Background: an optimization exercise with open tools, aiming at small area and a short achievable clock period. Do not read the settings as production practice.
Only simulation tests tie the RTL to the original design; equivalence was not proved.
Power figures rest on the tool's default switching activity, not on a simulated workload.

==> flow/design.v <==
`default_nettype none
module sp_ram_param_nor2 (
    input  logic a, b,
    output logic y
);
    assign y = ~(a | b);
endmodule
module sp_ram_param_aoi22 (
    input  logic a0, d0, a1, d1,
    output logic y
);
    assign y = ~((a0 & d0) | (a1 & d1));
endmodule
module sp_ram_param_nand4 (
    input  logic a, b, c, d,
    output logic y
);
    assign y = ~(a & b & c & d);
endmodule
module sp_ram_param_nor4 (
    input  logic a, b, c, d,
    output logic y
);
    assign y = ~(a | b | c | d);
endmodule
module sp_ram_param_dnext (
    input  logic a, b, h, q,
    output logic y
);
    assign y = a | b | (h & q);
endmodule
module sp_ram_param_pdec (
    input  logic [3:0]  a,
    input  logic        en,
    output logic [15:0] yn
);
    always_comb begin
        for (int j = 0; j < 16; j++)
            yn[j] = ~(en & (a == 4'(j)));
    end
endmodule
module sp_ram_param #(
    parameter int DATA_W       = 16,
    parameter int BYTE_W       = 8,
    parameter int ADDR_W       = 8,
    parameter int DEPTH        = 256,
    parameter int RW_MODE      = 0,
    parameter int CLEAR_ON_RST = 1
) (
    input  logic                       clk,
    input  logic                       rst,
    input  logic                       ce,
    input  logic                       we,
    input  logic [DATA_W/BYTE_W-1:0]   be,
    input  logic [ADDR_W-1:0]          addr,
    input  logic [DATA_W-1:0]          din,
    output logic [DATA_W-1:0]          dout,
    output logic                       rd_valid,
    output logic                       busy,
    output logic                       err
);
    localparam int NB = DATA_W / BYTE_W;
    logic [7:0]         r_clr_ptr;
    logic               r_busy;
    logic [DATA_W-1:0]  r_dout;
    logic               r_rd_valid;
    logic               r_err;
    logic [DATA_W-1:0]  r_mem [DEPTH];
    logic               w_accept;
    logic               w_hold;
    logic [7:0]         w_sel_addr;
    logic [NB-1:0]      w_lane_go;
    logic [DATA_W-1:0]  w_wdata;
    assign w_accept = ce & ~r_busy;
    assign w_hold   = ~w_accept;
    assign w_sel_addr = r_busy ? r_clr_ptr : addr;
    assign w_wdata    = r_busy ? '0 : din;
    logic [15:0] w_wlo_n;
    logic [15:0] w_whi_n [NB];
    logic [NB-1:0] w_wen [DEPTH];
    sp_ram_param_pdec u_wlo (.a(w_sel_addr[3:0]), .en(1'b1), .yn(w_wlo_n));
    generate
        for (genvar l = 0; l < NB; l++) begin : g_lane
            assign w_lane_go[l] = r_busy | (ce & we & be[l]);
            sp_ram_param_pdec u_whi (.a(w_sel_addr[7:4]), .en(w_lane_go[l]), .yn(w_whi_n[l]));
        end
    endgenerate
    generate
        for (genvar w = 0; w < DEPTH; w++) begin : g_word
            for (genvar l = 0; l < NB; l++) begin : g_wl
                sp_ram_param_nor2 u_wen (.a(w_wlo_n[w % 16]), .b(w_whi_n[l][w / 16]), .y(w_wen[w][l]));
                always_ff @(posedge clk) begin
                    if (w_wen[w][l])
                        r_mem[w][l*BYTE_W +: BYTE_W] <= w_wdata[l*BYTE_W +: BYTE_W];
                end
            end
        end
    endgenerate
    logic [15:0]      w_rlo_n, w_rhi_n;
    logic [DEPTH-1:0] w_rsel;
    sp_ram_param_pdec u_rlo (.a(addr[3:0]), .en(1'b1),     .yn(w_rlo_n));
    sp_ram_param_pdec u_rhi (.a(addr[7:4]), .en(w_accept), .yn(w_rhi_n));
    generate
        for (genvar w = 0; w < DEPTH; w++) begin : g_rsel
            sp_ram_param_nor2 u_rsel (.a(w_rlo_n[w % 16]), .b(w_rhi_n[w / 16]), .y(w_rsel[w]));
        end
    endgenerate
    logic [DATA_W-1:0] w_dnext;
    generate
        for (genvar b = 0; b < DATA_W; b++) begin : g_bit
            logic [127:0] t1;    
            logic [31:0]  t2;    
            logic [7:0]   t3;    
            logic [1:0]   t4;    
            for (genvar k = 0; k < 128; k++) begin : g_t1
                sp_ram_param_aoi22 u (.a0(w_rsel[2*k]),   .d0(r_mem[2*k][b]),
                                      .a1(w_rsel[2*k+1]), .d1(r_mem[2*k+1][b]), .y(t1[k]));
            end
            for (genvar k = 0; k < 32; k++) begin : g_t2
                sp_ram_param_nand4 u (.a(t1[4*k]), .b(t1[4*k+1]), .c(t1[4*k+2]), .d(t1[4*k+3]), .y(t2[k]));
            end
            for (genvar k = 0; k < 8; k++) begin : g_t3
                sp_ram_param_nor4 u (.a(t2[4*k]), .b(t2[4*k+1]), .c(t2[4*k+2]), .d(t2[4*k+3]), .y(t3[k]));
            end
            for (genvar k = 0; k < 2; k++) begin : g_t4
                sp_ram_param_nand4 u (.a(t3[4*k]), .b(t3[4*k+1]), .c(t3[4*k+2]), .d(t3[4*k+3]), .y(t4[k]));
            end
            sp_ram_param_dnext u_dn (.a(t4[0]), .b(t4[1]), .h(w_hold), .q(r_dout[b]), .y(w_dnext[b]));
        end
    endgenerate
    always_ff @(posedge clk or posedge rst) begin
        if (rst) begin
            r_clr_ptr  <= '0;
            r_busy     <= 1'b1;
            r_dout     <= '0;
            r_rd_valid <= 1'b0;
            r_err      <= 1'b0;
        end else begin
            r_rd_valid <= w_accept;
            r_err      <= ce & r_busy;
            r_dout     <= w_dnext;
            if (r_busy) begin
                r_clr_ptr <= r_clr_ptr + 1'b1;
                if (&r_clr_ptr)
                    r_busy <= 1'b0;
            end
        end
    end
    assign dout     = r_dout;
    assign rd_valid = r_rd_valid;
    assign busy     = r_busy;
    assign err      = r_err;
endmodule
`default_nettype wire
==> flow/flow/run.sh <==
#!/bin/bash
# Own layout flow: the standard flow with the synthesized netlist's cells
# first set to their smallest drive strength, and timing repair aimed at
# a setup margin below the clock period.
set -euo pipefail
cd "$(dirname "$0")/.."
MARGIN=$(cat flow/margin.txt)
bash standard.sh POST_SYNTH_TCL="$PWD/flow/post_synth.tcl" SETUP_SLACK_MARGIN="$MARGIN" finish > flow_make.log 2>&1
==> flow/flow/margin.txt <==
6.3
==> flow/flow/post_synth.tcl <==
# Start the combinational cells at their smallest drive strength; the timing
# repair later upsizes the ones on critical paths.
set n 0
foreach inst [get_cells *] {
  set master [get_property [get_lib_cells -of_objects $inst] name]
  if {[regexp {^sky130_fd_sc_hd__(a2|a3|a4|o2|o3|o4|nand|nor|and|or|xor|xnor|mux|inv)([a-z0-9]*)_([0-9]+)$} $master -> p1 p2 sz]} {
    if {$sz > 1} {
      set small "sky130_fd_sc_hd__${p1}${p2}_1"
      if {[llength [get_lib_cells */$small]] > 0} {
        replace_cell $inst $small
        incr n
      }
    }
  }
}
puts "post_synth: downsized $n cells"
==> flow/standard.sh <==
#!/bin/bash
# synth_recipe.tcl (not shown) runs the flow's synth.tcl, then flattens the netlist and writes it again
# the make line also repeats each setting of config.mk as NAME=value (left out here)
make -C /OpenROAD-flow-scripts/flow DESIGN_CONFIG=/design/flow/config.mk WORK_HOME=/design/flow/orfs CLKGATE_MAP_FILE= SYNTH_SCRIPT=/design/flow/synth_recipe.tcl "${@:-finish}"
==> flow/config.mk <==
export PLATFORM = sky130hd
export DESIGN_NAME = sp_ram_param
export DESIGN_NICKNAME = sp_ram_param
export VERILOG_FILES = /design/flow/design.v
export SDC_FILE = /design/flow/constraint.sdc
export NUM_CORES = 4
export LEC_CHECK = 0
export CAP_MARGIN = 20
export CORE_MARGIN = 2
export CORE_UTILIZATION = 55
export SLEW_MARGIN = 20
export SYNTH_HIERARCHICAL = 1
==> flow/constraint.sdc <==
create_clock -name core_clock -period 10.0 [get_ports {clk}]
set_input_delay 2.0000 -clock core_clock [delete_from_list [all_inputs] [get_ports {clk}]]
set_output_delay 2.0000 -clock core_clock [all_outputs]
set_load 0.01 [all_outputs]
==> results of run 1 <==
[report_power, final]
| group | internal [W] | total (W) | switching [W] |
|---|---|---|---|
| logic | 0.000143 | 0.000787 | 0.000644 |
| clock network | 0.00910 | 0.0155 | 0.00640 |
| registers | 0.0190 | 0.0190 | 0.0000260 |
| total | 0.0283 | 0.0353 | 0.00707 |
[stage by stage]
stage / instance area (um2) / utilization (%) / worst slack (ns)
after global placement: 159000 / 59.7 / 0.817
after global routing: 179000 / 67.3 / 5.02
final: 179000 / 67.3 / 4.88
after detailed placement: 159000 / 59.9 / 1.60
after CTS: 177000 / 66.5 / 5.08
after floorplan: 152000 / - / 5.28
[layout by cell type, fill, tap and decap left out, types with 10 or more instances in the layout]
cell and count:
edfxtp_1 4096, a22oi_1 1912, nor2_4 584, nand4_1 547, clkbuf_16 426, buf_4 346, a22oi_2 136, nor2_2 104
clkinv_1 93, nor2_1 89, buf_12 79, clkinv_2 73, buf_6 72, clkbuf_1 68, bufinv_16 54, nor4_4 50
nor4_1 44, nand2_8 41, nor4_2 34, nand2_4 28, clkinvlp_4 22, nand3_4 21, clkdlybuf4s50_1 21, dfrtp_1 19
nor2b_4 16, a211o_1 16, buf_8 16, and2b_4 10, buf_16 10
[registers in the layout, summed over array words and instances (netlist names)]
signal and cells:
r_busy 1, r_rd_valid 1, r_dout 16, r_mem 4096, r_err 1, r_clr_ptr 8
[per-layer routing]
metal	vias to the layer above	global-route usage, %	wire length [um]
met4	6	13.2	20900
met2	5206	51.7	218000
met5	-	0	39
li1	35800	-	-
met1	45800	49.5	185000
met3	878	6.94	49500
[final cells by class]
cell class | count | share of cell area (%)
flip-flops and latches | 4123 | 69.1
well taps | 3533 | 2.47
repair buffers | 565 | 3.32
diodes | 7 | 0.00979
multi-input cells | 3690 | 17.5
clock buffers | 493 | 6.08
inverters | 2 | 0.00559
clock inverters | 251 | 1.46
[worst paths after layout]
kind	from	end	slack (ns)	cells after the start
hold reg to reg	r_clr_ptr[7]$_DFFE_PP0P_	r_clr_ptr[7]$_DFFE_PP0P_	0.52	1
setup / recovery	ce	r_dout[5]$_DFF_PP0_	4.88	13
max in group asynchronous	rst	r_dout[6]$_DFF_PP0_	7.90	3
setup reg to reg	r_busy$_DFF_PP1_	r_dout[5]$_DFF_PP0_	5.36	13
hold / removal	r_clr_ptr[7]$_DFFE_PP0P_	r_clr_ptr[7]$_DFFE_PP0P_	0.52	1
min in group asynchronous	rst	r_err$_DFF_PP0_	1.51	3
[what timing repair did]
item / in CTS / in global routing
gates resized for setup: 634 / 198
pin swaps: 160 / 136
endpoints found under the setup margin: 4479 / 733
gates cloned: 15 / 8
setup buffers: 145 / 130
==> metrics.md, run 1 <==
| Metric | Value |
|---|---|
| Hold Crit Class | flip-flop to flip-flop |
| Core Region | 266000 um2 |
| Post-DP HPWL | 287000 um |
| CP Data Required Time | 10.80 ns |
| CP Max Fanout | 11 |
| GP Congestion | 0.903 |
| Skew-Pair Late Insertion Delay | 0.95 ns |
| # setup viols final | 0 |
| Startpoint Class | input port |
| Final hold vios | 0 |
| PD cells | 197 nW/um2 |
| Remaining antenna violation count after routing | 0 |
| Die span in x | 521 um |
| Reg area | 124000 um2 |
| Period utilization | 51.2% |
| Syn_area_per_cell | 18.9 um2 |
| Worst clock skew | 0.0311 ns |
| RSZ-0062 raised after global routing | yes |
| Starting DRC count in detailed routing | 13500 |
| Initial antenna violation count | 21 |
| Root Driver | clkbuf_16 |
| Fin crit period | 5.12 ns |
| Clock Sinks | 4123 |
| VDD IR max | 0.190 mV |
| Full die area | 272000 um2 |
| CTS hold repair buffers | 0 |
| Port bufs | 48 |
| Status | finished clean |
| Max-slew violations | 0 |
| First-pass GRT wire length | 645000 um |
| Setup TNS | 0 ns |
| Post-Syn Instances | 7797 |
| MaxCap Viol Count | 0 |
| Total CTS buffers | 407 |
| DRT Pass-1 Iters | 6 |
| Drt drc | 0 |
| Worst-path cell with the longest stage delay | nand4_1 |
| Site Rows | 189 |
| Vias | 87700 |
| Layout cells sized above 1 | 24.0% |
| Initial Utilization | 55.4% |
| Fill cells | 17400 |
| Leakage power | 53.4 nW |
| IO Pins | 49 |
| Post-Layout Cell Count | 12700 |
| Worst-path cell chain | buf_12 > nand2b_4 > inv_4 > nor3b_4 > buf_6 > nand2_8 > nor2_4 > buf_6 > a22oi_2 > nand4_1 > nor4_4 > nand4_1 > a211o_1 |
| CP Buf/Inv Count | 4 |
| Worst setup path class | input port to flip-flop |
| Arrival time at the worst endpoint | 5.92 ns |
| H-tree Lvls | 5 |
| Worst-path clk slew | 0.06 ns |
| Routed wire length | 473000 um |
| Delay-heaviest family, CP | simple AND/OR/NAND/NOR gates |
| Synthesized area | 147000 um2 |
| Synth Warn # | 12 |
| Vias in the first global route | 81800 |
| Cell Count Post-Placement | 11600 |
| Pin count of the biggest net entering global routing | 175 |
| Worst path max stage delay | 0.89 ns |
| Net total in the final layout | 8820 |
| Worst hold slack | 0.516 ns |
| Post-DR wirelength/cell | 37.4 um |
| Fmax | 0.195 GHz |
| P&R area growth vs syn | 21.5% |
| Max Root-Sink Buffers | 4 |
| Die Ht | 521 um |
| Area of the multi-input gates | 31400 um2 |
| Worst setup EP type | flip-flop |
| Slew HR | 10.5% |
| Total grt overflow | 0 |
| All-Layer GR Usage | 34.2% |
| Vias/cell | 6.93 |
| Worst-margin pin slew | 1.34 ns |
| TritonCTS clock tree | done |
| Pwr Total | 0.0353 W |
==> run 2, diff against run 1 <==
--- a/flow/design.v
+++ b/flow/design.v
@@ -18,15 +18,15 @@
     assign y = ~(a & b & c & d);
 endmodule
-module sp_ram_param_nor4 (
-    input  logic a, b, c, d,
+module sp_ram_param_nand2 (
+    input  logic a, b,
     output logic y
 );
-    assign y = ~(a | b | c | d);
+    assign y = ~(a & b);
 endmodule
 module sp_ram_param_dnext (
-    input  logic a, b, h, q,
+    input  logic yn, acc, q,
     output logic y
 );
-    assign y = a | b | (h & q);
+    assign y = acc ? ~yn : q;
 endmodule
 module sp_ram_param_pdec (
@@ -38,4 +38,16 @@
         for (int j = 0; j < 16; j++)
             yn[j] = ~(en & (a == 4'(j)));
+    end
+endmodule
+module sp_ram_param_wdec (
+    input  logic [3:0]  a,
+    input  logic [3:0]  c,
+    input  logic        busy,
+    input  logic        en,
+    output logic [15:0] yn
+);
+    always_comb begin
+        for (int j = 0; j < 16; j++)
+            yn[j] = ~(en & ((busy ? c : a) == 4'(j)));
     end
 endmodule
@@ -68,20 +80,16 @@
     logic [DATA_W-1:0]  r_mem [DEPTH];
     logic               w_accept;
-    logic               w_hold;
-    logic [7:0]         w_sel_addr;
     logic [NB-1:0]      w_lane_go;
     logic [DATA_W-1:0]  w_wdata;
     assign w_accept = ce & ~r_busy;
-    assign w_hold   = ~w_accept;
-    assign w_sel_addr = r_busy ? r_clr_ptr : addr;
     assign w_wdata    = r_busy ? '0 : din;
     logic [15:0] w_wlo_n;
     logic [15:0] w_whi_n [NB];
     logic [NB-1:0] w_wen [DEPTH];
-    sp_ram_param_pdec u_wlo (.a(w_sel_addr[3:0]), .en(1'b1), .yn(w_wlo_n));
+    sp_ram_param_wdec u_wlo (.a(addr[3:0]), .c(r_clr_ptr[3:0]), .busy(r_busy), .en(1'b1), .yn(w_wlo_n));
     generate
         for (genvar l = 0; l < NB; l++) begin : g_lane
             assign w_lane_go[l] = r_busy | (ce & we & be[l]);
-            sp_ram_param_pdec u_whi (.a(w_sel_addr[7:4]), .en(w_lane_go[l]), .yn(w_whi_n[l]));
+            sp_ram_param_wdec u_whi (.a(addr[7:4]), .c(r_clr_ptr[7:4]), .busy(r_busy), .en(w_lane_go[l]), .yn(w_whi_n[l]));
         end
     endgenerate
@@ -100,5 +108,5 @@
     logic [DEPTH-1:0] w_rsel;
     sp_ram_param_pdec u_rlo (.a(addr[3:0]), .en(1'b1),     .yn(w_rlo_n));
-    sp_ram_param_pdec u_rhi (.a(addr[7:4]), .en(w_accept), .yn(w_rhi_n));
+    sp_ram_param_pdec u_rhi (.a(addr[7:4]), .en(1'b1),     .yn(w_rhi_n));
     generate
         for (genvar w = 0; w < DEPTH; w++) begin : g_rsel
@@ -111,6 +119,9 @@
             logic [127:0] t1;    
             logic [31:0]  t2;    
-            logic [7:0]   t3;    
-            logic [1:0]   t4;    
+            logic [15:0]  t3;    
+            logic [7:0]   t4;    
+            logic [3:0]   t5;    
+            logic [1:0]   t6;    
+            logic         t7;    
             for (genvar k = 0; k < 128; k++) begin : g_t1
                 sp_ram_param_aoi22 u (.a0(w_rsel[2*k]),   .d0(r_mem[2*k][b]),
@@ -120,11 +131,18 @@
                 sp_ram_param_nand4 u (.a(t1[4*k]), .b(t1[4*k+1]), .c(t1[4*k+2]), .d(t1[4*k+3]), .y(t2[k]));
             end
-            for (genvar k = 0; k < 8; k++) begin : g_t3
-                sp_ram_param_nor4 u (.a(t2[4*k]), .b(t2[4*k+1]), .c(t2[4*k+2]), .d(t2[4*k+3]), .y(t3[k]));
+            for (genvar k = 0; k < 16; k++) begin : g_t3
+                sp_ram_param_nor2 u (.a(t2[2*k]), .b(t2[2*k+1]), .y(t3[k]));
             end
-            for (genvar k = 0; k < 2; k++) begin : g_t4
-                sp_ram_param_nand4 u (.a(t3[4*k]), .b(t3[4*k+1]), .c(t3[4*k+2]), .d(t3[4*k+3]), .y(t4[k]));
+            for (genvar k = 0; k < 8; k++) begin : g_t4
+                sp_ram_param_nand2 u (.a(t3[2*k]), .b(t3[2*k+1]), .y(t4[k]));
             end
-            sp_ram_param_dnext u_dn (.a(t4[0]), .b(t4[1]), .h(w_hold), .q(r_dout[b]), .y(w_dnext[b]));
+            for (genvar k = 0; k < 4; k++) begin : g_t5
+                sp_ram_param_nor2 u (.a(t4[2*k]), .b(t4[2*k+1]), .y(t5[k]));
+            end
+            for (genvar k = 0; k < 2; k++) begin : g_t6
+                sp_ram_param_nand2 u (.a(t5[2*k]), .b(t5[2*k+1]), .y(t6[k]));
+            end
+            sp_ram_param_nor2 u_t7 (.a(t6[0]), .b(t6[1]), .y(t7));
+            sp_ram_param_dnext u_dn (.yn(t7), .acc(w_accept), .q(r_dout[b]), .y(w_dnext[b]));
         end
     endgenerate
==> flow/flow/margin.txt (replaced) <==
6.2
--- a/flow/config.mk
+++ b/flow/config.mk
@@ -9,4 +9,6 @@
 export CORE_MARGIN = 2
 export CORE_UTILIZATION = 55
+export CTS_CLUSTER_DIAMETER = 80
+export CTS_CLUSTER_SIZE = 25
 export SLEW_MARGIN = 20
 export SYNTH_HIERARCHICAL = 1
==> run 2 against run 1 <==
  * Sequential share of layout area up 2.9 points
  * Die area up 0.85%
  * Power down 19%
  * Critical endpoint is now r_mem[218][4]$_DFFE_PP_
  * Global-route usage down 1.4 points
  * Cell count down 0.63%
  * Still clean
  * Sequential cell count unchanged
==> metrics.md, run 2 <==
| Metric | Value |
|---|---|
| Core Region | 268000 um2 (+0.98%) |
| Max Root-Sink Buffers | 4 (unchanged) |
| Reg2reg end | r_mem[224][5]$_DFFE_PP_ |
| Skew-Pair Late Insertion Delay | 0.92 ns (-0.03 ns) |
| Max FFs per register | 4096 (unchanged) |
| Drt drc | 0 (unchanged) |
| Top reg by flops | r_mem |
| Setup TNS | 0 ns (unchanged) |
| Root Driver | clkbuf_16 |
| Worst-path clk slew | 0.10 ns (+0.04 ns) |
| Post-Layout Cell Count | 12600 (-0.63%) |
| CP Max Fanout | 16 (+5) |
| CTS hold repair buffers | 0 (unchanged) |
| Top flop regs | r_mem x4096, r_dout x16, r_clr_ptr x8 |
| CP Data Required Time | 10.54 ns (-0.26 ns) |
| Worst setup path class | input port to flip-flop |
| Total grt overflow | 0 (unchanged) |
| Total CTS buffers | 197 (-52%) |
| VDD IR max | 0.182 mV (-4.3%) |
| Remaining antenna violation count after routing | 0 (unchanged) |
| Status | finished clean |
| Critical path capture point | r_mem[218][4]$_DFFE_PP_ |
| GP Congestion | 0.929 (+2.9%) |
| Vias/cell | 6.91 (-0.21%) |
| Pin count of the biggest net entering global routing | 186 (+6.3%) |
| Worst clock skew | 0.0576 ns (+0.0265 ns) |
| RSZ-0062 raised after global routing | yes |
| Clock Sinks | 4123 (unchanged) |
| Syn_area_per_cell | 18.2 um2 (-3.7%) |
| Period utilization | 39.7% (-12 points) |
| Initial Utilization | 55.3% (-0.064 points) |
| Post-DP HPWL | 281000 um (-2.4%) |
| Critical R2R Launch | r_busy$_DFF_PP1_ |
| # setup viols final | 0 (unchanged) |
| Layout cells sized above 1 | 21.8% (-2.2 points) |
| Vias in the first global route | 82200 (+0.58%) |
| Synthesized area | 149000 um2 (+0.86%) |
| Die Ht | 524 um (+0.43%) |
| Synth Warn # | 13 (+1) |
| Reg2Reg Setup Slack | 6.29 ns (+0.93 ns) |
| Critical Path Start | we |
| Max-slew violations | 0 (unchanged) |
| Worst path max stage delay | 0.76 ns (-0.13 ns) |
| Vias | 87000 (-0.84%) |
| Fmax | 0.252 GHz (+29%) |
| Port bufs | 48 (unchanged) |
| Fin crit period | 3.97 ns (-1.15 ns) |
| Startpoint Class | input port |
| Net total in the final layout | 8978 (+1.8%) |
| Die span in x | 524 um (+0.43%) |
| MaxCap Viol Count | 0 (unchanged) |
| Post-DR wirelength/cell | 36.3 um (-2.8%) |
| DRT Pass-1 Iters | 8 (+2) |
| Post-Syn Instances | 8169 (+4.8%) |
| Starting DRC count in detailed routing | 13000 (-3.8%) |
| Site Rows | 190 (+0.53%) |
| Slew HR | 14.1% (+3.6 points) |
| H-tree Lvls | 4 (-1) |
| Most common cell after layout, fill and taps aside | edfxtp_1 |
| Arrival time at the worst endpoint | 4.51 ns (-1.41 ns) |
| PD cells | 168 nW/um2 (-15%) |
| Hold Crit Class | flip-flop to flip-flop |
| Cell Count Post-Placement | 12100 (+4.1%) |
| R2R cell count | 7 (-6) |
| Worst-margin pin slew | 1.29 ns (-0.0540 ns) |
| Initial antenna violation count | 11 (-48%) |
| First-pass GRT wire length | 630000 um (-2.3%) |
| Worst-path cell chain | clkdlybuf4s50_1 > a31o_1 > and4b_1 > o22ai_1 > buf_4 > nor2_2 |
| Full die area | 274000 um2 (+0.85%) |
| TritonCTS clock tree | done |
| IO Pins | 49 (unchanged) |
| Worst-path cell with the longest stage delay | clkdlybuf4s50_1 |
| Leakage power | 50.7 nW (-5.1%) |
| Worst setup EP type | flip-flop |
| Routed wire length | 457000 um (-3.4%) |
| Most frequent cells in the layout | edfxtp_1 (4096), a22oi_1 (1894), nand4_1 (516) |
| All-Layer GR Usage | 32.8% (-1.4 points) |
| Final hold vios | 0 (unchanged) |
| P&R area growth vs syn | 15.6% |
## run 2: layer usage
layer	GRT usage, %	share of wire [%]	vias to the layer above
met5	0	0.012	-
met4	13.4	4.7	8
met3	4.95	10	697
met2	50.6	46	5056
met1	47.4	39	45300
li1	-	-	35900
## run 2: cell type report
cell class                      count  area [um2]
Sequential cell                  4123      124000
Antenna cell                        6        15.0
Multi-Input combinational cell   4045       31700
Clock buffer                      236        5080
Timing Repair Buffer              563        6210
Fill cell                       18600       96700
Clock inverter                     42         494
Tap cell                         3552        4440
Inverter                           17        63.8
## run 2: metrics by stage
step                      hold slack [ns]  cell area [um2]  utilization [%]  worst slack (ns)  total power [W]
final                               0.551           172000             64.0              6.03           0.0288
after floorplan                     0.516           149000                -              5.28           0.0196
after global placement              0.515           157000             58.4              2.60           0.0200
after global routing                0.581           172000             64.0              6.07           0.0294
after CTS                           0.539           168000             62.7              6.02           0.0288
after detailed placement            0.520           157000             58.5              3.11           0.0200
## run 2: timing repair
item,in CTS,in global routing
gates cloned,7,14
setup endpoints to repair,4558,3760
buffers inserted,113,75
pin swaps,151,221
gates resized for setup,1309,513
## run 2: report_power, final
group | switching [W] | total (W) | leakage [nW] | internal [W]
sequential | 0.0000200 | 0.0190 | 37.2 | 0.0190
clock | 0.00521 | 0.00904 | 2.71 | 0.00383
combinational | 0.000594 | 0.000721 | 10.8 | 0.000128
## run 2: worst min-delay path by stage
stage | to | startpoint | depth (start not counted)
after global placement | r_dout[6]$_DFF_PP0_ | r_dout[6]$_DFF_PP0_ | 2
after detailed placement | r_dout[6]$_DFF_PP0_ | r_dout[6]$_DFF_PP0_ | 2
after global routing | r_dout[6]$_DFF_PP0_ | r_dout[6]$_DFF_PP0_ | 2
after CTS | r_dout[6]$_DFF_PP0_ | r_dout[6]$_DFF_PP0_ | 2
final | r_dout[6]$_DFF_PP0_ | r_dout[6]$_DFF_PP0_ | 2
after floorplan | r_clr_ptr[0]$_DFFE_PP0P_ | r_clr_ptr[0]$_DFFE_PP0P_ | 1
## run 2: critical path, delay by kind of cell
family          cells  cell delay (ns)
simple gates        2             0.83
buf+inv             2             1.07
compound gates      2             0.56
==> run 3, diff against run 2 <==
==> flow/flow/run.sh (replaced) <==
#!/bin/bash
# Own layout flow: the standard flow with the synthesized netlist's cells
# first set to their smallest drive strength, port buffers of a plain
# buffer cell, and timing repair aimed at a setup margin below the clock
# period.
set -euo pipefail
cd "$(dirname "$0")/.."
MARGIN=$(cat flow/margin.txt)
bash standard.sh POST_SYNTH_TCL="$PWD/flow/post_synth.tcl" SETUP_SLACK_MARGIN="$MARGIN" \
  "BUFFER_PORTS_ARGS=-buffer_cell sky130_fd_sc_hd__buf_4" finish > flow_make.log 2>&1
==> flow/flow/margin.txt (replaced) <==
6.4
--- a/flow/config.mk
+++ b/flow/config.mk
@@ -8,5 +8,5 @@
 export CAP_MARGIN = 20
 export CORE_MARGIN = 2
-export CORE_UTILIZATION = 55
+export CORE_UTILIZATION = 60
 export CTS_CLUSTER_DIAMETER = 80
 export CTS_CLUSTER_SIZE = 25
==> run 3 against run 2 <==
  * Highest routed layer unchanged
  * Register-to-register slack gained 0.13 ns
  * Clock power is 3.1% lower
  * Sequential power hardly changed
  * Final area rose by 0.78%
  * Routed wire length decreased by 1.4%
  * Sequential cell count unchanged
  * Largest power group unchanged
  * Maximum frequency up 4.3%
  * Setup slack improved by 0.16 ns
  * Count of clock-buffer cells in the layout fell by 26
  * First-iteration DRC count up 4.6%
  * Clock skew down 0.031 ns
  * Die area is 8.3% lower
==> metrics.md, run 3 <==
| Metric | Value |
|---|---|
| Vias in the first global route | 83400 (+1.5%) |
| Total CTS buffers | 187 (-5.1%) |
| Status | finished clean |
| Core Region | 246000 um2 (-8.4%) |
| Site Rows | 182 (-4.2%) |
| Leakage power | 51.2 nW (+1.1%) |
| Worst clock skew | 0.0270 ns (-0.0306 ns) |
| GP Congestion | 0.955 (+2.8%) |
| Syn_area_per_cell | 18.2 um2 (unchanged) |
| Pwr Total | 0.0285 W (-0.86%) |
| Remaining antenna violation count after routing | 0 (unchanged) |
| Pin count of the biggest net entering global routing | 160 (-14%) |
| Skew-Pair Late Insertion Delay | 0.90 ns (-0.02 ns) |
| Worst setup EP type | flip-flop |
| TritonCTS clock tree | done |
| Setup TNS | 0 ns (unchanged) |
| Max Root-Sink Buffers | 3 (-1) |
| Worst-path clk slew | 0.09 ns (about the same) |
| Worst-margin pin slew | 1.27 ns (-0.0155 ns) |
| Post-DP HPWL | 274000 um (-2.3%) |
| Period utilization | 38.0% (-1.6 points) |
| Slew HR | 15.1% (+1.0 points) |
| Initial antenna violation count | 9 (-2) |
| Synth Warn # | 13 (unchanged) |
| All-Layer GR Usage | 35.4% (+2.7 points) |
| H-tree Lvls | 4 (unchanged) |
| First-pass GRT wire length | 625000 um (-0.78%) |
| Startpoint Class | input port |
| P&R area growth vs syn | 16.5% |
| Root Driver | clkbuf_16 |
| Layout cells sized above 1 | 25.3% (+3.5 points) |
| Total grt overflow | 0 (unchanged) |
| RSZ-0062 raised after global routing | yes |
| Max FFs per register | 4096 (unchanged) |
| Reg2Reg Setup Slack | 6.42 ns (+0.13 ns) |
| VDD IR max | 0.189 mV (+3.8%) |
| IO Pins | 49 (unchanged) |
| Port bufs | 48 (unchanged) |
| Routed wire length | 450000 um (-1.4%) |
| Hold Crit Class | flip-flop to flip-flop |
| Post-DR wirelength/cell | 36.5 um (+0.59%) |
| Top flop regs | r_mem x4096, r_dout x16, r_clr_ptr x8 |
| Most common cell after layout, fill and taps aside | edfxtp_1 |
| Worst setup path class | input port to flip-flop |
| Most frequent cells in the layout | edfxtp_1 (4096), a22oi_1 (1716), nand4_1 (516) |
| Top reg by flops | r_mem |
| CP Data Required Time | 10.74 ns (+0.20 ns) |
| Initial Utilization | 60.4% (+5.1 points) |
| DRT Pass-1 Iters | 6 (-2) |
| Die Ht | 502 um (-4.2%) |
| Post-Syn Instances | 8169 (unchanged) |
| Vias/cell | 7.13 (+3.1%) |
| Fmax | 0.263 GHz (+4.3%) |
| Worst hold slack | 0.534 ns (-0.0171 ns) |
| Fill cells | 15300 (-18%) |
| Arrival time at the worst endpoint | 4.54 ns (+0.03 ns) |
| Fin crit period | 3.80 ns (-0.164 ns) |
| Clock Sinks | 4123 (unchanged) |
| PD cells | 165 nW/um2 (-1.6%) |
| Drt drc | 0 (unchanged) |
| Net total in the final layout | 9080 (+1.1%) |
| CP Max Fanout | 16 (unchanged) |
| Max-slew violations | 0 (unchanged) |
| Die span in x | 502 um (-4.2%) |
| Finished Core Util | 70.4% (+6.4 points) |
| Starting DRC count in detailed routing | 13600 (+4.6%) |
| Synthesized area | 149000 um2 (unchanged) |
| # setup viols final | 0 (unchanged) |
| Full die area | 252000 um2 (-8.3%) |
| Vias | 87900 (+1.0%) |
| Final hold vios | 0 (unchanged) |
| MaxCap Viol Count | 0 (unchanged) |
[run 3: cell type report]
type	instances	area [um2]	share of cell area [%]
Timing Repair Buffer	676	7500	4.34
Sequential cell	4123	124000	71.5
Tap cell	3220	4030	2.33
Clock inverter	34	435	0.252
Antenna cell	7	17.5	0.0101
Multi-Input combinational cell	4044	32400	18.7
Clock buffer	210	4870	2.82
Inverter	17	63.8	0.0369
[run 3: report_power, final]
part	switching [W]	total (W)	internal, W
logic	0.000603	0.000754	0.000151
registers	0.0000192	0.0190	0.0190
clock network	0.00508	0.00876	0.00368
[run 3: per-layer routing]
metal  vias up  GRT usage [%]  wire, um
li1      36100              -         -
met1     45600           50.3    171000
met3       854           6.12     46400
met2      5296           55.4    212000
met4         2           14.4     21100
met5         -              0        12
[run 3: path summary, 6_finish.rpt]
path | from | endpoint | depth (start not counted)
min in group asynchronous | rst | r_err$_DFF_PP0_ | 2
max reg2reg | r_busy$_DFF_PP1_ | r_mem[240][9]$_DFFE_PP_ | 7
max in group asynchronous | rst | r_dout[7]$_DFF_PP0_ | 2
max | addr[2] | r_dout[11]$_DFF_PP0_ | 15
min | r_dout[15]$_DFF_PP0_ | r_dout[15]$_DFF_PP0_ | 2
min reg2reg | r_dout[15]$_DFF_PP0_ | r_dout[15]$_DFF_PP0_ | 2
[run 3: through the flow]
step | setup slack, ns | area, um2 | cells
after floorplan | 5.28 | 151000 | 8184
after global routing | 6.23 | 173000 | 12300
after detailed placement | 3.67 | 158000 | 11800
after global placement | 3.55 | 158000 | 11800
final | 6.20 | 173000 | 12300
after CTS | 6.27 | 171000 | 12200
[run 3: critical path, cell delays in order]
cell     delay [ns]
buf_12         0.10
and3b_4        0.26
buf_12         0.14
nand2_8        0.17
buf_4          0.19
nor2_1         0.06
buf_4          0.21
a22oi_1        0.23
nand4_1        0.29
nor2_4         0.24
nand2_2        0.09
nor2_4         0.23
nand2_1        0.13
nor2_2         0.10
mux2i_1        0.07
[run 3: repair_timing]
action	4_1_cts	5_1_grt
setup buffers	189	77
resized for setup	1228	235
endpoints found under the setup margin	1682	409
hold buffers	0	0
pin swaps	432	254
cloned	44	3
==> run 4, diff against run 3 <==
==> flow/flow/run.sh (replaced) <==
#!/bin/bash
# Own layout flow: the standard flow with the synthesized netlist's cells
# first set to their smallest drive strength, port buffers of a plain
# buffer cell, and timing repair aimed at a setup margin below the clock
# period. Timing repair starts after placement (no pre-placement sizing).
set -euo pipefail
cd "$(dirname "$0")/.."
MARGIN=$(cat flow/margin.txt)
bash standard.sh POST_SYNTH_TCL="$PWD/flow/post_synth.tcl" SETUP_SLACK_MARGIN="$MARGIN" \
  "BUFFER_PORTS_ARGS=-buffer_cell sky130_fd_sc_hd__buf_4" REMOVE_ABC_BUFFERS=1 finish > flow_make.log 2>&1
==> flow/flow/margin.txt (replaced) <==
6.5
==> run 4 against run 3 <==
  * Now fails the layout checks on max-slew violations
  * Area after synthesis unchanged
  * Global-route usage down 0.82 points
  * Largest power group unchanged
  * Clock power up 0.6%
==> metrics.md, run 4 <==
| Metric | Value |
|---|---|
| Top flop regs | r_mem x4096, r_dout x16, r_clr_ptr x8 |
| DRT Pass-1 Iters | 6 (unchanged) |
| Hold Crit Class | flip-flop to flip-flop |
| PD cells | 165 nW/um2 (about the same) |
| Net total in the final layout | 9136 (+0.62%) |
| CTS hold repair buffers | 0 (unchanged) |
| Worst-path cell chain | buf_8 > nor3b_1 > buf_4 > nand2_1 > buf_12 > nor2_1 > buf_4 > a22oi_2 > nand4_1 > nor2_2 > nand2_1 > nor2_4 > nand2_2 > nor2_1 > mux2i_1 |
| Total CTS buffers | 187 (unchanged) |
| Most common cell after layout, fill and taps aside | edfxtp_1 |
| Period utilization | 38.7% (+0.69 points) |
| IO Pins | 49 (unchanged) |
| Port bufs | 48 (unchanged) |
| Sequential share of power | 66.5% (about the same) |
| P&R area growth vs syn | 16.7% |
| Combinational power share | 2.6% (about the same) |
| Internal power | 0.0229 W (+0.23%) |
| Worst clock skew | 0.0334 ns (+0.00638 ns) |
| Slew HR | -0.171% (-15 points) |
| Worst-path clk slew | 0.10 ns (about the same) |
| Worst path max stage delay | 0.40 ns (+0.11 ns) |
| Synthesized area | 149000 um2 (unchanged) |
| Die span in x | 502 um (unchanged) |
| CP Max Fanout | 16 (unchanged) |
| Blocking Checks | max-slew violations |
| Initial antenna violation count | 11 (+2) |
| RSZ-0062 raised after global routing | yes |
| Fin crit period | 3.87 ns (+0.0690 ns) |
| TritonCTS clock tree | done |
| Post-DP HPWL | 267000 um (-2.5%) |
| Clock Power Share | 30.8% (about the same) |
| Leakage power | 51.6 nW (+0.74%) |
| Worst setup EP type | flip-flop |
| Pin count of the biggest net entering global routing | 184 (+15%) |
| Initial Utilization | 60.4% (unchanged) |
| # setup viols final | 0 (unchanged) |
| Vias | 87700 (-0.26%) |
| Full die area | 252000 um2 (unchanged) |
| Fmax | 0.258 GHz (-1.8%) |
| Clock Sinks | 4123 (unchanged) |
| Arrival time at the worst endpoint | 4.60 ns (+0.06 ns) |
| Max Root-Sink Buffers | 3 (unchanged) |
| H-tree Lvls | 4 (unchanged) |
| MaxCap Viol Count | 0 (unchanged) |
| Routed wire length | 442000 um (-1.8%) |
| First-pass GRT wire length | 611000 um (-2.3%) |
| Root Driver | clkbuf_16 |
| Max-slew violations | 4 (+4) |
| VDD IR max | 0.159 mV (-16%) |
| Top reg by flops | r_mem |
| Synth Warn # | 13 (unchanged) |
| Starting DRC count in detailed routing | 14000 (+3.0%) |
| Post-DR wirelength/cell | 35.6 um (-2.5%) |
| Startpoint Class | input port |
| Max FFs per register | 4096 (unchanged) |
| Site Rows | 182 (unchanged) |
| CP Data Required Time | 10.73 ns (about the same) |
| Layout cells sized above 1 | 25.0% (-0.35 points) |
| Vias in the first global route | 82400 (-1.3%) |
| Vias/cell | 7.06 (-0.94%) |
| Worst-margin pin slew | 1.50 ns (+0.229 ns) |
| Delay-heaviest family, CP | simple AND/OR/NAND/NOR gates |
| CP Buf/Inv Count | 4 (unchanged) |
| Drt drc | 0 (unchanged) |
| Worst-path cell with the longest stage delay | nand4_1 |
| Core Region | 246000 um2 (unchanged) |
| Final hold vios | 0 (unchanged) |
| Skew-Pair Late Insertion Delay | 0.90 ns (about the same) |
| Switching Fraction | 19.9% (-0.065 points) |
| Net Switching | 0.00570 W (-0.18%) |
| Remaining antenna violation count after routing | 0 (unchanged) |
| Reg2Reg Setup Slack | 6.52 ns (+0.10 ns) |
| Post-Syn Instances | 8169 (unchanged) |
| All-Layer GR Usage | 34.6% (-0.82 points) |
| GP Congestion | 0.939 (-1.7%) |
| Worst setup path class | input port to flip-flop |
| Pwr Total | 0.0286 W (+0.15%) |
| Total grt overflow | 0 (unchanged) |
| Syn_area_per_cell | 18.2 um2 (unchanged) |
| Setup TNS | 0 ns (unchanged) |
| Most frequent cells in the layout | edfxtp_1 (4096), a22oi_1 (1819), nor2_2 (531) |
| Die Ht | 502 um (unchanged) |
| Status | failed layout checks |
## run 4: power by group through the flow
| stage | sequential [W] | clock [W] | combinational (W) |
|---|---|---|---|
| 6_report | 0.0190 | 0.00881 | 0.000754 |
| 5_1_grt | 0.0190 | 0.00941 | 0.000763 |
| 4_1_cts | 0.0190 | 0.00886 | 0.000699 |
| 3_5_place_dp | 0.0194 | 0 | 0.000578 |
| 3_3_place_gp | 0.0194 | 0 | 0.000556 |
| 2_1_floorplan | 0.0195 | 0 | 0.000195 |
## run 4: metal layers
metal | vias to the layer above | track usage (%) | wire length [um]
met5 | - | 0 | 23
met4 | 4 | 12.7 | 18200
met3 | 765 | 6.78 | 50800
met2 | 5382 | 51.9 | 203000
met1 | 45300 | 51.3 | 170000
li1 | 36200 | - | -
## run 4: worst register-to-register path, stage by stage, from the launching register on
cell	delay, ns
dfstp_4	0.50
buf_4	0.24
bufbuf_16	0.38
nor2b_4	0.57
buf_4	0.63
buf_4	0.73
## run 4: layout make-up
class	instances	area [um2]
flip-flops and latches	4123	124000
fillers	15500	72700
clock inverters	31	330
diodes	7	17.5
well taps	3220	4030
multi-input cells	4052	31600
inverters	17	63.8
clock buffers	241	5100
repair buffers	724	8390
## run 4: repair_timing
action                                  in CTS  in global routing
cloned                                      34                 13
gates resized for setup                   1523                413
pin swaps                                  298                255
buffers inserted                           262                130
endpoints found under the setup margin    4829               3323
## run 4: worst paths after layout
| check | from | end | cells after the start |
|---|---|---|---|
| setup / recovery | addr[6] | r_dout[1]$_DFF_PP0_ | 15 |
| hold / removal | r_dout[4]$_DFF_PP0_ | r_dout[4]$_DFF_PP0_ | 2 |
| setup reg to reg | r_busy$_DFF_PP1_ | r_mem[235][4]$_DFFE_PP_ | 5 |
| hold reg to reg | r_dout[4]$_DFF_PP0_ | r_dout[4]$_DFF_PP0_ | 2 |
| max in group asynchronous | rst | r_dout[13]$_DFF_PP0_ | 3 |
| min in group asynchronous | rst | r_err$_DFF_PP0_ | 3 |
## run 4: metrics by stage
stage	instances	hold slack [ns]	util (%)	worst slack [ns]	instance area [um2]
6_report	12400	0.562	70.5	6.13	173000
5_1_grt	12400	0.578	70.4	6.17	173000
4_1_cts	12300	0.562	69.2	6.17	170000
3_5_place_dp	11700	0.535	63.3	3.89	156000
3_3_place_gp	11700	0.531	63.2	3.39	155000
2_1_floorplan	8178	0.516	-	0.409	149000
==> run 5, diff against run 4 <==
--- a/flow/design.v
+++ b/flow/design.v
@@ -24,9 +24,15 @@
     assign y = ~(a & b);
 endmodule
-module sp_ram_param_dnext (
-    input  logic yn, acc, q,
+module sp_ram_param_nor4 (
+    input  logic a, b, c, d,
     output logic y
 );
-    assign y = acc ? ~yn : q;
+    assign y = ~(a | b | c | d);
+endmodule
+module sp_ram_param_dnext (
+    input  logic d, acc, q,
+    output logic y
+);
+    assign y = acc ? d : q;
 endmodule
 module sp_ram_param_pdec (
@@ -75,5 +81,5 @@
     logic [7:0]         r_clr_ptr;
     logic               r_busy;
-    logic [DATA_W-1:0]  r_dout;
+    logic [1:0]         r_rdn [DATA_W];
     logic               r_rd_valid;
     logic               r_err;
@@ -114,5 +120,5 @@
         end
     endgenerate
-    logic [DATA_W-1:0] w_dnext;
+    logic [1:0]        w_rdn_next [DATA_W];
     generate
         for (genvar b = 0; b < DATA_W; b++) begin : g_bit
@@ -121,7 +127,5 @@
             logic [15:0]  t3;    
             logic [7:0]   t4;    
-            logic [3:0]   t5;    
-            logic [1:0]   t6;    
-            logic         t7;    
+            logic [1:0]   t5;    
             for (genvar k = 0; k < 128; k++) begin : g_t1
                 sp_ram_param_aoi22 u (.a0(w_rsel[2*k]),   .d0(r_mem[2*k][b]),
@@ -137,12 +141,9 @@
                 sp_ram_param_nand2 u (.a(t3[2*k]), .b(t3[2*k+1]), .y(t4[k]));
             end
-            for (genvar k = 0; k < 4; k++) begin : g_t5
-                sp_ram_param_nor2 u (.a(t4[2*k]), .b(t4[2*k+1]), .y(t5[k]));
+            for (genvar k = 0; k < 2; k++) begin : g_t5
+                sp_ram_param_nor4 u (.a(t4[4*k]), .b(t4[4*k+1]), .c(t4[4*k+2]), .d(t4[4*k+3]), .y(t5[k]));
+                sp_ram_param_dnext u_dn (.d(t5[k]), .acc(w_accept), .q(r_rdn[b][k]), .y(w_rdn_next[b][k]));
             end
-            for (genvar k = 0; k < 2; k++) begin : g_t6
-                sp_ram_param_nand2 u (.a(t5[2*k]), .b(t5[2*k+1]), .y(t6[k]));
-            end
-            sp_ram_param_nor2 u_t7 (.a(t6[0]), .b(t6[1]), .y(t7));
-            sp_ram_param_dnext u_dn (.yn(t7), .acc(w_accept), .q(r_dout[b]), .y(w_dnext[b]));
+            sp_ram_param_nand2 u_out (.a(r_rdn[b][0]), .b(r_rdn[b][1]), .y(dout[b]));
         end
     endgenerate
@@ -151,5 +152,6 @@
             r_clr_ptr  <= '0;
             r_busy     <= 1'b1;
-            r_dout     <= '0;
+            for (int b = 0; b < DATA_W; b++)
+                r_rdn[b] <= 2'b11;
             r_rd_valid <= 1'b0;
             r_err      <= 1'b0;
@@ -157,5 +159,6 @@
             r_rd_valid <= w_accept;
             r_err      <= ce & r_busy;
-            r_dout     <= w_dnext;
+            for (int b = 0; b < DATA_W; b++)
+                r_rdn[b] <= w_rdn_next[b];
             if (r_busy) begin
                 r_clr_ptr <= r_clr_ptr + 1'b1;
@@ -165,5 +168,4 @@
         end
     end
-    assign dout     = r_dout;
     assign rd_valid = r_rd_valid;
     assign busy     = r_busy;
==> flow/flow/run.sh (replaced) <==
#!/bin/bash
# Own layout flow: the standard flow with the synthesized netlist's cells
# first set to their smallest drive strength, port buffers of a plain
# buffer cell, and timing repair aimed at a setup margin below the clock
# period.
set -euo pipefail
cd "$(dirname "$0")/.."
MARGIN=$(cat flow/margin.txt)
bash standard.sh POST_SYNTH_TCL="$PWD/flow/post_synth.tcl" SETUP_SLACK_MARGIN="$MARGIN" \
  "BUFFER_PORTS_ARGS=-buffer_cell sky130_fd_sc_hd__buf_4" finish > flow_make.log 2>&1
==> flow/flow/margin.txt (replaced) <==
6.4
==> run 5 against run 4 <==
  * Now clean on timing, DRC and antenna
  * Clock power is essentially flat
  * Synthesized cell count down 0.59%
  * First-iteration DRC count shrank 6.7%
  * Cell count rose by 0.81%
  * Critical endpoint is now dout[5]
==> metrics.md, run 5 <==
| Metric | Value |
|---|---|
| GP Congestion | 0.886 (-5.6%) |
| Synthesized area | 149000 um2 (+0.28%) |
| Port bufs | 48 (unchanged) |
| Hold path depth | 1 (-1) |
| Pwr Total | 0.0287 W (+0.32%) |
| Hold Crit Class | flip-flop to flip-flop |
| Top flop regs | r_mem x4096, r_rdn x32, r_clr_ptr x8 |
| Total CTS buffers | 187 (unchanged) |
| Net total in the final layout | 9140 (+0.044%) |
| VDD IR max | 0.162 mV (+2.3%) |
| P&R area growth vs syn | 17.5% |
| RSZ-0062 raised after global routing | yes |
| Starting DRC count in detailed routing | 13000 (-6.7%) |
| CP Max Fanout | 2 (-14) |
| Clock Power Share | 30.8% (about the same) |
| Final hold vios | 0 (unchanged) |
| Slew HR | 5.04% (+5.2 points) |
| Switching Fraction | 20.0% (+0.062 points) |
| IO Pins | 49 (unchanged) |
| Worst clock skew | 0.0226 ns (-0.0108 ns) |
| Root Driver | clkbuf_16 |
| Top reg by flops | r_mem |
| Worst path max stage delay | 0.65 ns (+0.25 ns) |
| H-tree Lvls | 4 (unchanged) |
| Met3 WL post-DR | 43300 um (-15%) |
| Most common cell after layout, fill and taps aside | edfxtp_1 |
| CP Data Required Time | 8.00 ns (-2.73 ns) |
| Metal2 WL | 213000 um (+5.0%) |
| Worst setup path class | flip-flop to output port |
| Die span in x | 502 um (+0.14%) |
| CTS hold repair buffers | 0 (unchanged) |
| Worst-path clk slew | 0.10 ns (about the same) |
| Finished Core Util | 71.1% (+0.60 points) |
| Core Region | 246000 um2 (+0.19%) |
| Initial antenna violation count | 6 (-5) |
| Synth Warn # | 16 (+3) |
| Max FFs per register | 4096 (unchanged) |
| Sequential share of power | 66.6% (about the same) |
| Post-Syn Instances | 8121 (-0.59%) |
| Clock Sinks | 4139 (+0.39%) |
| All-Layer GR Usage | 35.1% (+0.45 points) |
| PD cells | 164 nW/um2 (-0.71%) |
| MaxCap Viol Count | 0 (unchanged) |
| Routed wire length | 451000 um (+1.9%) |
| Vias in the first global route | 82200 (-0.20%) |
| Reg2reg end | r_mem[92][15]$_DFFE_PP_ |
| R2R cell count | 6 (+1) |
| Die Ht | 502 um (+0.14%) |
| Worst-path cell chain | nand2_4 > buf_6 |
| Max-slew violations | 0 (-4) |
| Worst setup EP type | output port |
| Most frequent cells in the layout | edfxtp_1 (4096), a22oi_1 (1825), nand4_1 (516) |
| Post-DR wirelength/cell | 36.0 um (+1.1%) |
| Syn_area_per_cell | 18.3 um2 (+0.88%) |
| Fin crit period | 3.83 ns (-0.0439 ns) |
| Period utilization | 38.3% (-0.44 points) |
| Internal power | 0.0229 W (+0.24%) |
| Worst Hold End | r_clr_ptr[0]$_DFFE_PP0P_ |
| Fmax | 0.261 GHz (+1.1%) |
| Vias/cell | 6.98 (-1.1%) |
| Critical R2R Launch | r_busy$_DFF_PP1_ |
| Setup TNS | 0 ns (unchanged) |
| Layout cells sized above 1 | 25.7% (+0.78 points) |
| Startpoint Class | flip-flop |
| First-pass GRT wire length | 619000 um (+1.3%) |
| Skew-Pair Late Insertion Delay | 0.88 ns (-0.02 ns) |
| Status | finished clean |
| Remaining antenna violation count after routing | 0 (unchanged) |
| Top layer in use | met5 |
| Max Root-Sink Buffers | 3 (unchanged) |
| Full die area | 252000 um2 (+0.28%) |
| Drt drc | 0 (unchanged) |
| Metal-1 WL | 169000 um (-0.85%) |
| TritonCTS clock tree | done |
| Total grt overflow | 0 (unchanged) |
| Site Rows | 182 (unchanged) |
| Vias | 87400 (-0.28%) |
| Leakage power | 51.8 nW (+0.35%) |
| DRT Pass-1 Iters | 6 (unchanged) |
| Reg2Reg Setup Slack | 6.44 ns (-0.08 ns) |
| Pin count of the biggest net entering global routing | 179 (-2.7%) |
| Net Switching | 0.00573 W (+0.63%) |
| Worst hold start | r_clr_ptr[0]$_DFFE_PP0P_ |
| Arrival time at the worst endpoint | 1.83 ns (-2.77 ns) |
| # setup viols final | 0 (unchanged) |
| Initial Utilization | 60.4% (about the same) |
| Worst-path cell with the longest stage delay | dfstp_2 |
| Post-DP HPWL | 269000 um (+0.64%) |
| Worst-margin pin slew | 1.42 ns (-0.0781 ns) |
| Combinational power share | 2.6% (about the same) |
[run 5: worst max-delay path by stage]
| stage | startpoint | to | slack, ns |
|---|---|---|---|
| global route | r_rdn[10][0]$_DFF_PP1_ | dout[10] | 6.17 |
| global placement | addr[7] | r_rdn[11][0]$_DFF_PP1_ | 3.78 |
| CTS | r_rdn[10][0]$_DFF_PP1_ | dout[10] | 6.14 |
| finish | r_rdn[5][1]$_DFF_PP1_ | dout[5] | 6.17 |
| floorplan | din[10] | r_mem[0][10]$_DFFE_PP_ | 5.28 |
| detailed placement | addr[2] | r_rdn[1][0]$_DFF_PP1_ | 4.03 |
[run 5: area by class of cell]
class	count	area, um2
sequential	4139	124000
timing repair buffer	769	8780
clock buffer	255	5090
fill	15400	71300
inverter	1	3.75
multi-input combinational	4011	32600
clock inverter	26	309
tap	3312	4140
antenna	3	7.51
[run 5: power groups by stage]
stage / Clock [W] / Combinational (W) / Sequential, W
floorplan: 0 / 0.000233 / 0.0195
global placement: 0 / 0.000593 / 0.0195
detailed placement: 0 / 0.000613 / 0.0195
CTS: 0.00885 / 0.000699 / 0.0191
global route: 0.00943 / 0.000767 / 0.0191
finish: 0.00881 / 0.000756 / 0.0191
[run 5: repair_timing]
| action | in CTS | in global routing |
|---|---|---|
| gates cloned | 26 | 12 |
| setup endpoints to repair | 1240 | 189 |
| pin swaps | 209 | 333 |
| buffers inserted | 271 | 217 |
| gates resized for setup | 795 | 427 |
[run 5: through the flow]
step	std cells	area, um2	setup WS [ns]	hold slack, ns
floorplan	8136	152000	5.28	0.516
global placement	11700	158000	3.78	0.553
detailed placement	11700	159000	4.03	0.590
CTS	12300	171000	6.14	0.602
global route	12500	175000	6.17	0.657
finish	12500	175000	6.17	0.616
[run 5: critical path, delay by kind of cell (launching register included)]
family                 cells  cell delay (ns)
flip-flops                 1             0.65
AND/OR/NAND/NOR            1             0.15
buffers and inverters      1             0.15
[run 5: routing by layer]
layer	GRT usage, %	up-vias
met5	0	-
met1	49.3	45300
met3	5.33	787
li1	-	36300
met4	16.3	2
met2	55.0	5025
==> run 6, diff against run 5 <==
==> flow/flow/margin.txt (replaced) <==
6.7
==> run 6 against run 5 <==
  * Setup slack worse by 0.14 ns
  * Combinational power up 8.2%
  * Final area up 2.1%
  * Count of clock-buffer cells in the layout is 8 higher
  * Via count grew 2.1%
  * Maximum frequency fell by 3.6%
  * Global-route usage is 1.8 points higher
  * Still clean
  * Critical path type unchanged
==> metrics.md, run 6 <==
| Metric | Value |
|---|---|
| Pwr Total | 0.0287 W (about the same) |
| Most common cell after layout, fill and taps aside | edfxtp_1 |
| Worst setup EP type | output port |
| Critical R2R Launch | r_busy$_DFF_PP1_ |
| Total grt overflow | 0 (unchanged) |
| Period utilization | 39.7% (+1.4 points) |
| Port bufs | 48 (unchanged) |
| Worst clock skew | 0.0414 ns (+0.0188 ns) |
| P&R area growth vs syn | 20.0% |
| H-tree Lvls | 4 (unchanged) |
| DRT Pass-1 Iters | 6 (unchanged) |
| TritonCTS clock tree | done |
| Initial Utilization | 60.4% (unchanged) |
| Hold Crit Class | flip-flop to flip-flop |
| # setup viols final | 0 (unchanged) |
| Post-DR wirelength/cell | 37.0 um (+2.8%) |
| Fmax | 0.252 GHz (-3.6%) |
| Max FFs per register | 4096 (unchanged) |
| Synthesized area | 149000 um2 (unchanged) |
| Die Ht | 502 um (unchanged) |
| Reg2Reg Setup Slack | 6.60 ns (+0.16 ns) |
| PD cells | 160 nW/um2 (-2.0%) |
| VDD IR max | 0.203 mV (+25%) |
| Worst-path clk slew | 0.10 ns (about the same) |
| Final hold vios | 0 (unchanged) |
| Synth Warn # | 16 (unchanged) |
| Fill cells | 15000 (-2.0%) |
| Vias | 89200 (+2.1%) |
| Worst hold start | r_clr_ptr[0]$_DFFE_PP0P_ |
| Startpoint Class | flip-flop |
| Net total in the final layout | 9274 (+1.5%) |
| First-pass GRT wire length | 646000 um (+4.5%) |
| Max Root-Sink Buffers | 3 (unchanged) |
| Skew-Pair Late Insertion Delay | 0.90 ns (+0.02 ns) |
| MaxCap Viol Count | 0 (unchanged) |
| Full die area | 252000 um2 (unchanged) |
| Max-slew violations | 0 (unchanged) |
| IO Pins | 49 (unchanged) |
| Most frequent cells in the layout | edfxtp_1 (4096), a22oi_1 (1739), nor2_4 (641) |
| GP Congestion | 0.919 (+3.7%) |
| Vias/cell | 7.05 (+0.89%) |
| CTS hold repair buffers | 0 (unchanged) |
| Drt drc | 0 (unchanged) |
| CP Max Fanout | 2 (unchanged) |
| Layout cells sized above 1 | 28.6% (+2.9 points) |
| Vias in the first global route | 85000 (+3.4%) |
| Metal-1 WL | 174000 um (+2.9%) |
| Syn_area_per_cell | 18.3 um2 (unchanged) |
| Worst-margin pin slew | 1.28 ns (-0.144 ns) |
| Top flop regs | r_mem x4096, r_rdn x32, r_clr_ptr x8 |
| Met3 WL post-DR | 48200 um (+11%) |
| Root Driver | clkbuf_16 |
| Reg area | 124000 um2 (about the same) |
| Post-Syn Instances | 8121 (unchanged) |
| Top reg by flops | r_mem |
| Setup TNS | 0 ns (unchanged) |
| Remaining antenna violation count after routing | 0 (unchanged) |
| Die span in x | 502 um (unchanged) |
| Status | finished clean |
| Metal2 WL | 220000 um (+3.0%) |
| Arrival time at the worst endpoint | 1.97 ns (+0.14 ns) |
| Area of the multi-input gates | 34600 um2 (+6.1%) |
| Worst setup path class | flip-flop to output port |
| Slew HR | 14.7% (+9.6 points) |
| RSZ-0062 raised after global routing | yes |
| Leakage power | 53.2 nW (+2.6%) |
| Core Region | 246000 um2 (unchanged) |
| CP Data Required Time | 8.00 ns (about the same) |
| Critical Path Start | r_rdn[5][0]$_DFF_PP1_ |
| All-Layer GR Usage | 36.9% (+1.8 points) |
| Fin crit period | 3.97 ns (+0.143 ns) |
| Routed wire length | 469000 um (+4.0%) |
| Site Rows | 182 (unchanged) |
| Post-DP HPWL | 286000 um (+6.4%) |
| Starting DRC count in detailed routing | 13800 (+5.8%) |
| Pin count of the biggest net entering global routing | 171 (-4.5%) |
| Initial antenna violation count | 9 (+3) |
| Clock Sinks | 4139 (unchanged) |
| Top layer in use | met4 |
| Total CTS buffers | 186 (-0.53%) |
[run 6: path summary, 6_finish.rpt]
kind,endpoint,depth (start not counted)
max,dout[5],2
min,r_clr_ptr[0]$_DFFE_PP0P_,1
max reg2reg,r_mem[210][13]$_DFFE_PP_,6
min reg2reg,r_clr_ptr[0]$_DFFE_PP0P_,1
max in group asynchronous,r_clr_ptr[2]$_DFFE_PP0P_,3
min in group asynchronous,r_clr_ptr[5]$_DFFE_PP0P_,3
[run 6: layout make-up]
cell class                      count  area share, %
Multi-Input combinational cell   4004           19.4
Antenna cell                        5        0.00700
Tap cell                         3312           2.32
Inverter                            1        0.00210
Timing Repair Buffer              911           5.87
Sequential cell                  4139           69.4
Clock buffer                      263           2.81
Clock inverter                     28          0.186
[run 6: where the power goes]
part,switching [W],leakage [nW],internal (W)
combinational,0.000632,13.3,0.000186
sequential,0.0000337,37.3,0.0191
clock,0.00516,2.57,0.00360
[run 6: timing repair]
action / CTS / global route
gates resized for setup: 1199 / 426
hold endpoints to repair: 0 / 0
buffers inserted: 508 / 120
cloned: 23 / 7
setup endpoints to repair: 4447 / 1096
pin swaps: 447 / 399
[run 6: critical path, cell delays in order, from the launching register on]
cell and delay, ns:
dfstp_2 0.71, nand2_4 0.17, buf_6 0.17
[run 6: stage by stage]
step	hold WS (ns)	setup slack [ns]	area, um2	cells	util, %
after floorplan	0.516	5.28	153000	8136	-
after global placement	0.565	3.31	159000	11700	64.6
after detailed placement	0.581	3.60	159000	11700	64.6
after CTS	0.593	5.99	176000	12500	71.3
after global routing	0.628	6.02	179000	12700	72.5
final	0.598	6.03	179000	12700	72.5
[run 6: metal layers]
metal	vias up	GRT usage [%]
met2	5215	57.2
met4	0	17.3
met3	842	6.40
li1	36600	-
met5	-	0
met1	46600	51.7
==> run 7, diff against run 6 <==
==> flow/flow/margin.txt (replaced) <==
6.4
--- a/flow/config.mk
+++ b/flow/config.mk
@@ -13,2 +13,3 @@
 export SLEW_MARGIN = 20
 export SYNTH_HIERARCHICAL = 1
+export TNS_END_PERCENT = 10
==> run 7 against run 6 <==
  * Sequential power is essentially flat
  * Hold slack lost 0.0010 ns
  * Largest power group unchanged
  * Sequential cell count unchanged
  * Still clean
  * Highest routed layer unchanged
  * Register-to-register slack worse by 0.30 ns
  * Synthesized cell count unchanged
  * Combinational power shrank 11%
  * Maximum frequency down 0.78%
==> metrics.md, run 7 <==
| Metric | Value |
|---|---|
| Worst path max stage delay | 0.82 ns (+0.11 ns) |
| First-pass GRT wire length | 620000 um (-4.0%) |
| TritonCTS clock tree | done |
| Switching Fraction | 19.9% (-0.42 points) |
| Post-Layout Cell Count | 12300 (-2.8%) |
| Initial Utilization | 60.4% (unchanged) |
| Worst setup path class | input port to flip-flop |
| Net total in the final layout | 8952 (-3.5%) |
| Arrival time at the worst endpoint | 4.51 ns (+2.54 ns) |
| IO Pins | 49 (unchanged) |
| Clock Sinks | 4139 (unchanged) |
| Fin crit period | 4.00 ns (+0.0313 ns) |
| Cell Count Post-Placement | 11700 (+0.28%) |
| Most common cell after layout, fill and taps aside | edfxtp_1 |
| Most frequent cells in the layout | edfxtp_1 (4096), a22oi_1 (1869), nor2_1 (591) |
| Worst clock skew | 0.0313 ns (-0.0101 ns) |
| Clock Power Share | 30.5% (about the same) |
| Slew HR | 12.1% (-2.6 points) |
| Top flop regs | r_mem x4096, r_rdn x32, r_clr_ptr x8 |
| VDD IR max | 0.190 mV (-6.4%) |
| All-Layer GR Usage | 35.1% (-1.7 points) |
| Finished Core Util | 69.1% (-3.5 points) |
| Routed wire length | 447000 um (-4.7%) |
| Setup TNS | 0 ns (unchanged) |
| PD cells | 167 nW/um2 (+4.4%) |
| Max Root-Sink Buffers | 3 (unchanged) |
| Synth Warn # | 16 (unchanged) |
| Root Driver | clkbuf_16 |
| Initial antenna violation count | 12 (+3) |
| CP Buf/Inv Count | 1 (unchanged) |
| Worst setup EP type | flip-flop |
| RSZ-0062 raised after global routing | yes |
| Fmax | 0.250 GHz (-0.78%) |
| Worst-path cell with the longest stage delay | nor2_1 |
| Delay-heaviest family, CP | simple AND/OR/NAND/NOR gates |
| Total grt overflow | 0 (unchanged) |
| Remaining antenna violation count after routing | 0 (unchanged) |
| Hold Crit Class | flip-flop to flip-flop |
| Max-slew violations | 0 (unchanged) |
| Worst-margin pin slew | 1.32 ns (+0.0392 ns) |
| Die span in x | 502 um (unchanged) |
| Site Rows | 182 (unchanged) |
| Port bufs | 48 (unchanged) |
| Dpl ws | 3.91 ns (+0.305 ns) |
| Total CTS buffers | 187 (+0.54%) |
| Full die area | 252000 um2 (unchanged) |
| Net Switching | 0.00567 W (-2.7%) |
| Max FFs per register | 4096 (unchanged) |
| CP Data Required Time | 10.51 ns (+2.51 ns) |
| Vias/cell | 7.06 (+0.19%) |
| Skew-Pair Late Insertion Delay | 0.89 ns (about the same) |
| Sequential share of power | 67.0% (+0.4 points) |
| Top reg by flops | r_mem |
| Post-DP HPWL | 274000 um (-4.3%) |
| Pin count of the biggest net entering global routing | 194 (+13%) |
| Layout cells sized above 1 | 19.2% (-9.5 points) |
| Startpoint Class | input port |
| Post-Syn Instances | 8121 (unchanged) |
| Synthesized area | 149000 um2 (unchanged) |
| GP Congestion | 0.977 (+6.3%) |
| Period utilization | 40.0% (+0.31 points) |
| DRT Pass-1 Iters | 6 (unchanged) |
| Vias | 86900 (-2.6%) |
| Fill cells | 15900 (+5.6%) |
| Worst-path cell chain | buf_4 > a31o_1 > and4_1 > o22ai_2 > nor2_1 |
| H-tree Lvls | 4 (unchanged) |
| Vias in the first global route | 82100 (-3.4%) |
| P&R area growth vs syn | 14.3% |
| MaxCap Viol Count | 0 (unchanged) |
| Syn_area_per_cell | 18.3 um2 (unchanged) |
| Die Ht | 502 um (unchanged) |
| Status | finished clean |
| Pwr Total | 0.0285 W (-0.61%) |
| Combinational power share | 2.6% (-0.3 points) |
| CP Max Fanout | 16 (+14) |
| Worst-path clk slew | 0.10 ns (about the same) |
| Core Region | 246000 um2 (unchanged) |
| Post-DR wirelength/cell | 36.3 um (-2.0%) |
| Leakage power | 50.8 nW (-4.3%) |
| Final WS setup | 6.00 ns (-0.0313 ns) |
| # setup viols final | 0 (unchanged) |
| Final hold vios | 0 (unchanged) |
| Drt drc | 0 (unchanged) |
| Internal power | 0.0228 W (about the same) |
| Starting DRC count in detailed routing | 14200 (+2.9%) |
==> run 7: cell count changes in the layout (fill, tap and decap cells not counted), sizes merged, moves of 3 or more <==
cell and delta:
diode +4, nor2b -3, clkinv -4, bufbuf -3
nor2 -3, buf -311, clkbuf -32
==> run 7: area by class of cell <==
class,count,area [um2],area share [%]
antenna,9,22.5,0.0132
clock buffer,233,5000,2.94
clock inverter,26,265,0.156
timing repair buffer,595,6620,3.89
multi-input combinational,3997,30000,17.6
sequential,4139,124000,72.9
tap,3312,4140,2.44
inverter,1,3.75,0.00221
==> run 7: worst paths after layout <==
path	depth (start not counted)	slack, ns	end	start
worst max-delay path	5	6.00	r_mem[125][6]$_DFFE_PP_	ce
worst max register to register	5	6.30	r_mem[125][6]$_DFFE_PP_	r_busy$_DFF_PP1_
worst min register to register	1	0.60	r_clr_ptr[0]$_DFFE_PP0P_	r_clr_ptr[0]$_DFFE_PP0P_
max in group asynchronous	3	7.92	r_rdn[7][1]$_DFF_PP1_	rst
worst min-delay path	1	0.60	r_clr_ptr[0]$_DFFE_PP0P_	r_clr_ptr[0]$_DFFE_PP0P_
min in group asynchronous	2	1.12	r_err$_DFF_PP0_	rst
==> run 7: power groups by stage <==
| stage | registers, W | logic (W) | clock network [W] |
|---|---|---|---|
| after floorplan | 0.0195 | 0.000204 | 0 |
| after CTS | 0.0191 | 0.000686 | 0.00875 |
| after detailed placement | 0.0195 | 0.000592 | 0 |
| after global routing | 0.0191 | 0.000740 | 0.00931 |
| final | 0.0191 | 0.000728 | 0.00868 |
| after global placement | 0.0195 | 0.000574 | 0 |
==> run 7: timing repair <==
item / 4_1_cts / 5_1_grt
resized for setup: 1029 / 262
setup endpoints to repair: 3964 / 3262
pin swaps: 277 / 201
hold buffers: 0 / 0
setup buffers: 207 / 75
cloned: 10 / 9
==> run 7: metal layers <==
metal,vias up,GRT usage [%],wire length (um)
met3,824,7.50,50900
li1,35800,-,-
met2,5380,53.4,206000
met1,44900,49.7,167000
met5,-,0,0
met4,0,15.5,23000
==> run 7: metrics by stage <==
step,instance area [um2],hold slack [ns]
2_1_floorplan,149000,0.516
3_3_place_gp,156000,0.551
3_5_place_dp,156000,0.574
4_1_cts,168000,0.586
5_1_grt,170000,0.608
6_report,170000,0.597

re-timing with driven ports:
The results above use ideal ports. As a check the final layouts listed here were re-extracted and re-timed, cells and wires unchanged. Step 1 (the two cells are an assumption about what drives the block):
set clk [get_ports {clk}]
set_driving_cell -lib_cell sky130_fd_sc_hd__clkbuf_16 $clk
set_driving_cell -lib_cell sky130_fd_sc_hd__buf_2 [delete_from_list [all_inputs] $clk]
Step 2 also shifts input and output timing later by t, the mid clock arrival at the registers, as if the neighbouring blocks saw the same clock. Three values: no drivers, after step 1, after step 2; two values: the first two.
run | t (ns) | setup WS [ns] | worst setup path at the end | worst slew at a driven data input, ns
run 1 | 1.025 | 4.883 / 4.926 / 3.901 | input to register | 0.10
run 2 | 0.994 | 6.034 / 6.005 / 5.011 | input to register | 0.26
run 3 | 0.971 | 6.198 / 6.117 / 5.146 | input to register | 0.27
run 4 | 0.980 | 6.129 / 6.022 / 5.042 | input to register | 0.21
run 5 | 0.964 | 6.173 / 6.076 / 5.181 | input to register | 0.25
run 6 | 0.978 | 6.029 / 5.930 / 5.100 | input to register | 0.16
run 7 | 0.978 | 5.998 / 5.993 / 5.015 | input to register | 0.19
For run 4, which loses most, drivers alone change the setup slack by -0.107 ns; drivers and shift together by -1.087 ns.
